Source: an optimization exercise on an open RTL-to-GDS flow (aim: small area). Production flows keep margins and buffers that such runs may drop. Only simulation tests tie the RTL to the original design; equivalence was not proved. No activity file was given, so power comes from the tool's default toggle rates.

$ cat flow/run.sh
#!/bin/bash
# synth_recipe.tcl (not shown) runs the flow's synth.tcl, then flattens the netlist and writes it again
# the make line also repeats each setting of config.mk as NAME=value (left out here)
make -C /OpenROAD-flow-scripts/flow DESIGN_CONFIG=/design/flow/config.mk WORK_HOME=/design/flow/orfs CLKGATE_MAP_FILE= SYNTH_SCRIPT=/design/flow/synth_recipe.tcl finish
$ cat flow/constraint.sdc
create_clock -name core_clock -period 7.0 [get_ports {clk}]
set_input_delay 1.4000 -clock core_clock [delete_from_list [all_inputs] [get_ports {clk}]]
set_output_delay 1.4000 -clock core_clock [all_outputs]
set_load 0.01 [all_outputs]
$ cat flow/config.mk
export PLATFORM = sky130hd
export DESIGN_NAME = regfile_param
export DESIGN_NICKNAME = regfile_param
export VERILOG_FILES = /design/flow/design.v
export SDC_FILE = /design/flow/constraint.sdc
export NUM_CORES = 4
export LEC_CHECK = 0
export CAP_MARGIN = 20
export CORE_MARGIN = 2
export CORE_UTILIZATION = 40
export SLEW_MARGIN = 20
$ cat flow/design.v
module regfile_param #(
    parameter int unsigned       WIDTH       = 32,
    parameter int unsigned       ADDR_W      = 5,
    parameter logic [WIDTH-1:0]  RESET_VALUE = '0,
    parameter int unsigned       ZERO_REG    = 1
) (
    input  logic              clk,
    input  logic              reset,
    input  logic              clear,
    input  logic              wr0_en,
    input  logic              wr1_en,
    input  logic [ADDR_W-1:0] wr0_addr,
    input  logic [ADDR_W-1:0] wr1_addr,
    input  logic [WIDTH-1:0]  wr0_data,
    input  logic [WIDTH-1:0]  wr1_data,
    input  logic [ADDR_W-1:0] rd0_addr,
    input  logic [ADDR_W-1:0] rd1_addr,
    output logic [WIDTH-1:0]  rd0_data,
    output logic [WIDTH-1:0]  rd1_data,
    output logic              busy
);
    localparam int unsigned DEPTH = 2 ** ADDR_W;
    localparam logic [0:0] IDLE  = 1'b0;
    localparam logic [0:0] CLEAR = 1'b1;
    logic [0:0]        state_q, state_d;
    logic [ADDR_W-1:0] ptr_q, ptr_d;
    logic [WIDTH-1:0]  mem_q [DEPTH];
    logic [WIDTH-1:0]  rd0_c, rd1_c;
    always_comb begin
        state_d = state_q;
        ptr_d   = ptr_q;
        if (state_q == CLEAR) begin
            ptr_d = ptr_q + ADDR_W'(1);
            if (ptr_q == ADDR_W'(DEPTH - 1)) begin
                state_d = IDLE;
            end
        end else if (clear) begin
            state_d = CLEAR;
            ptr_d   = '0;
        end
    end
    always_ff @(posedge clk) begin
        if (reset) begin
            state_q <= CLEAR;
            ptr_q   <= '0;
        end else begin
            state_q <= state_d;
            ptr_q   <= ptr_d;
        end
    end
    always_ff @(posedge clk) begin
        if (!reset) begin
            if (state_q == CLEAR) begin
                mem_q[ptr_q] <= RESET_VALUE;
            end else begin
                if (wr0_en) mem_q[wr0_addr] <= wr0_data;
                if (wr1_en) mem_q[wr1_addr] <= wr1_data;
            end
        end
    end
    always_comb begin
        rd0_c = mem_q[rd0_addr];
        rd1_c = mem_q[rd1_addr];
        if ((ZERO_REG != 0) && (rd0_addr == '0)) rd0_c = '0;
        if ((ZERO_REG != 0) && (rd1_addr == '0)) rd1_c = '0;
    end
    assign rd0_data = rd0_c;
    assign rd1_data = rd1_c;
    assign busy     = (state_q == CLEAR);
endmodule
==> run summary <==
worst register-to-register path, stage by stage (launching register included):
cell	delay, ns
dfxtp_1	0.52
nor3b_4	0.65
mux2i_1	0.29
nand2_1	0.50
o21ai_4	1.04
buf_4	0.52
synthesized netlist by cell type, drive strengths merged (6+ instances only):
cell	count
edfxtp	1024
mux4	448
and3	16
nand2b	7
nor3b	8
buf	195
o21bai	16
o2111ai	17
nand2	558
mux2	626
a211oi	64
clkbuf	343
dfxtp	6
nor2b	69
a221oi	47
a311oi	64
mux2i	133
a22oi	64
and2	35
nor2	11
o21ai	595
a21oi	8
cell families (layout without fill, tap and decap cells):
| logic type | Yosys count | after routing | synth area share, % |
|---|---|---|---|
| AO/OA/AOI/OAI | 876 | 876 | 8.69 |
| adder cells (fa/ha/maj) | 2 | 2 | 0.0416 |
| buffers and inverters | 541 | 530 | 3.99 |
| flip-flops | 1030 | 1030 | 51.3 |
| multiplexers | 1207 | 1207 | 30.7 |
| other | 0 | 4 | 0 |
| AND/OR/NAND/NOR | 723 | 723 | 5.31 |
layout make-up:
cell class / count / area share, %
Antenna cell: 4 / 0.0148
Timing Repair Buffer: 308 / 4.29
Clock buffer: 127 / 4.32
Inverter: 3 / 0.0241
Clock inverter: 92 / 1.34
Multi-Input combinational cell: 2808 / 40.6
Sequential cell: 1030 / 45.7
Tap cell: 2016 / 3.73
final timing paths:
path         slack [ns]                       to                  start  depth (start not counted)
max reg2reg        3.07  mem_q[13][15]$_DFFE_PP_     state_q$_SDFF_PP1_                          5
min reg2reg        0.54    ptr_q[0]$_SDFFE_PP0P_  ptr_q[0]$_SDFFE_PP0P_                          2
min                0.54    ptr_q[0]$_SDFFE_PP0P_  ptr_q[0]$_SDFFE_PP0P_                          2
max                0.94             rd0_data[17]            rd0_addr[0]                          7
sequential cells by signal, summed over array words and instances (netlist names):
| name | cells |
|---|---|
| mem_q | 1024 |
| ptr_q | 5 |
| state_q | 1 |
metal layers:
layer	track usage [%]	share of wire, %	vias to the layer above
met4	14.7	5.6	6
met3	5.66	10	586
met2	46.8	47	2657
met1	38.7	37	21800
met5	0	0.015	-
li1	-	-	17100
power breakdown:
| group | leakage (nW) | internal [mW] | switching [mW] | total [mW] |
|---|---|---|---|---|
| registers | 10.7 | 6.72 | 0.0152 | 6.73 |
| clock network | 1.87 | 3.50 | 2.77 | 6.28 |
| logic | 11.5 | 0.480 | 0.743 | 1.22 |
layout by cell type, fill, tap and decap left out, types with 8 or more instances in the layout:
cell type        Yosys  routed
edfxtp_1          1024    1024
mux2_1              11      11
a221oi_1            47      47
o21ai_0            595     578
buf_4                8     131
a311oi_1            64      64
clkbuf_1           343      12
nand2_2              8      10
and3_4               0      10
a211oi_1            64      64
o2111ai_1           17      17
bufinv_16            0      13
mux4_2             448     448
o21ai_4              0      16
o21bai_4             0      16
a21oi_1              8       8
nor2b_1             69      65
buf_12               0      20
a22oi_1             64      64
clkdlybuf4s50_1      0     120
clkbuf_16            0     115
nand2_1            550     542
mux2_2             615     615
and2_0              29      29
buf_2              162      27
clkinv_1             0      29
mux2i_1            133     133
clkinv_2             0      31
==> results.rst <==
.. list-table::
   :header-rows: 1

   * - Metric
     - Value
   * - NumNets Final
     - 4357
   * - Top Family by Delay on Critical Path
     - buffers and inverters
   * - PostCTS Resize Cnt
     - 0
   * - Worst slew slack as a fraction of its limit
     - 18.9%
   * - Tightest Hold Check Type
     - reg -> reg
   * - Longest Clk Path Bufs
     - 3
   * - Minimum setup slack after placement
     - 0.979 ns
   * - Via count of the first global-routing pass
     - 41100
   * - Final critical-path share of the clock period
     - 86.6%
   * - Area fraction of the dominant cell type after synthesis
     - a little over 50%
   * - CTS Hold Buffers Added
     - 0
   * - DRC marker count from the first detailed-route iteration
     - slightly above 6000
   * - Type of element capturing the critical path
     - output port
   * - Number of max-slew violations in the final report
     - 0
   * - Fin cells
     - 6388
   * - Clk Tree Root Cell
     - clkbuf_16
   * - Overall die area
     - 0.154 mm2
   * - Leakage power
     - 24.1 nW
   * - Detailed Place HPWL
     - 132000 um
   * - Aggregate negative setup slack
     - 0 ns
   * - Insertion delay to the later sink of the worst-skew pair
     - between 0.7 and 0.8 ns
   * - End-of-flow core utilization
     - between 40% and 50%
   * - Cell Chain, Critical Path
     - buf_6, nor2_4, buf_4, a221oi_1, o21ai_0, a311oi_1, clkdlybuf4s50_1
   * - TritonCTS buffer count
     - 115
   * - Kind of start point of the critical path
     - input port
   * - Worst hold margin
     - 0.542 ns
   * - P per Cell Area
     - 210 mW/mm2
   * - Final Hold Vio Count
     - 0
   * - Number of inserted filler cells in the final layout
     - 13300
   * - Worst Tran Pin Value
     - approximately 1.2 ns
   * - Most used flip-flop cell after synthesis
     - edfxtp_1
   * - Cell at the slowest stage of the critical path
     - clkdlybuf4s50_1
   * - Arr. time, crit path
     - 4.66 ns
   * - Fraction of registers with async set/reset
     - 0%
   * - Number of enable-type register cells in the synthesized netlist
     - about 1000
   * - Sequential cell area
     - around 0.031 mm2
   * - Cell taking the most area after synthesis
     - edfxtp_1
   * - Maxcap violations
     - 0
   * - Post-Route WL
     - between 200000 and 250000 um
   * - Number of port buffers
     - 153
   * - Final Cell Area
     - 0.0676 mm2
   * - Sequential element share of the synthesized area
     - 51.3%
   * - Minimum period implied by the final worst setup slack
     - 6.06 ns
   * - Tot GR Track Use
     - a little under 30%
   * - Kind of critical path
     - in -> out
   * - Post-Synthesis Net Count
     - 4470
   * - Yosys reg bits
     - approximately 1000
   * - Buffers plus inverters on the worst setup path
     - 3
   * - Number of cell rows
     - 142
   * - Number of placed cells counting well taps
     - 6164
   * - Highest clock frequency the design can meet
     - 165 MHz
   * - CTS tree
     - yes
   * - Smallest setup slack after layout
     - 0.936 ns
   * - Placed inst area
     - 0.0638 mm2
   * - Setup-violating endpoint count in the final report
     - 0
   * - Grt ovf
     - 0
   * - CP peak stage delay
     - 0.68 ns
   * - Global-route wire length before repair
     - 320000 um
   * - Setup repair after global routing missed its margin
     - no
   * - Post-synthesis to final-layout area growth
     - 12.3%
   * - Die height
     - 392 um
   * - Cell types with the largest area share after synthesis
     - edfxtp_1 (51%), mux4_2 (17%), mux2_2 (12%)
   * - Largest net degree at the start of global routing
     - 80
   * - Die width
     - a little under 400 um
   * - Number of clock sinks seen by CTS
     - 1030
   * - Mean number of vias per cell
     - 6.59
   * - Post-route DRC violation count
     - 0
   * - Number of vias in the routed layout
     - roughly 42000
   * - Placer's final routability congestion estimate
     - 0.860
   * - Final total power
     - 14.2 mW
   * - Clk pin slew, worst setup/hold paths
     - 0.05 ns
   * - Status
     - complete, no violations
   * - First-pass detailed-route iteration total
     - 6
   * - Syn Area/Cell
     - approximately 14 um2
   * - Count of mapped cells out of synthesis
     - 4379
   * - Worst IR drop on VDD
     - about 250 uV
   * - Area of the mapped netlist
     - 0.0602 mm2
   * - Setup clock skew after layout
     - between 0.04 and 0.05 ns
   * - Warning count from the yosys run
     - 1
   * - Buffers inserted by post-CTS timing repair
     - 0
   * - Worst Path Max Fanout
     - 35
   * - Antenna violations before repair
     - 9
   * - Area of the core
     - 0.150 mm2
   * - H-tree depth
     - 3
   * - Top-level I/O count
     - between 150 and 200
   * - Share of final-layout standard cells stronger than drive strength 1
     - between 30% and 40%
   * - Remaining number of nets flagged by the antenna check after routing
     - 0
   * - Required time reported for the critical path endpoint
     - 5.60 ns
   * - Initial core utilization
     - approximately 40%
   * - Average routed wire per standard cell
     - 35.7 um
   * - Combined area of the multi-input logic cells
     - 0.0275 mm2
   * - Number of distinct library cells after synthesis
     - 45

==> static timing again, ports no longer ideal <==
How much do the figures lean on ideal ports? The routed layout below was timed once more, with nothing changed but the port constraints.
Step 1, drivers: a clkbuf_16 drives clk and a buf_2 each remaining input, both assumed.
Step 2, shift: input delay + t, output delay - t, t = (earliest + latest rising clock arrival at the registers) / 2. This alone moves slack from input paths to output paths.
Slacks: ideal / step 1 / step 2; pairs: ideal / step 1.
t (ns): 0.849
setup slack, ns: 0.936 / 0.803 / 0.803
slew at the worst register clock pin (ns): 0.07 / 0.07
worst slew at a driven data input, ns: 0.17
After both steps this run still meets setup and hold. For this run, drivers alone change the setup slack by -0.133 ns; drivers and shift together by -0.133 ns.
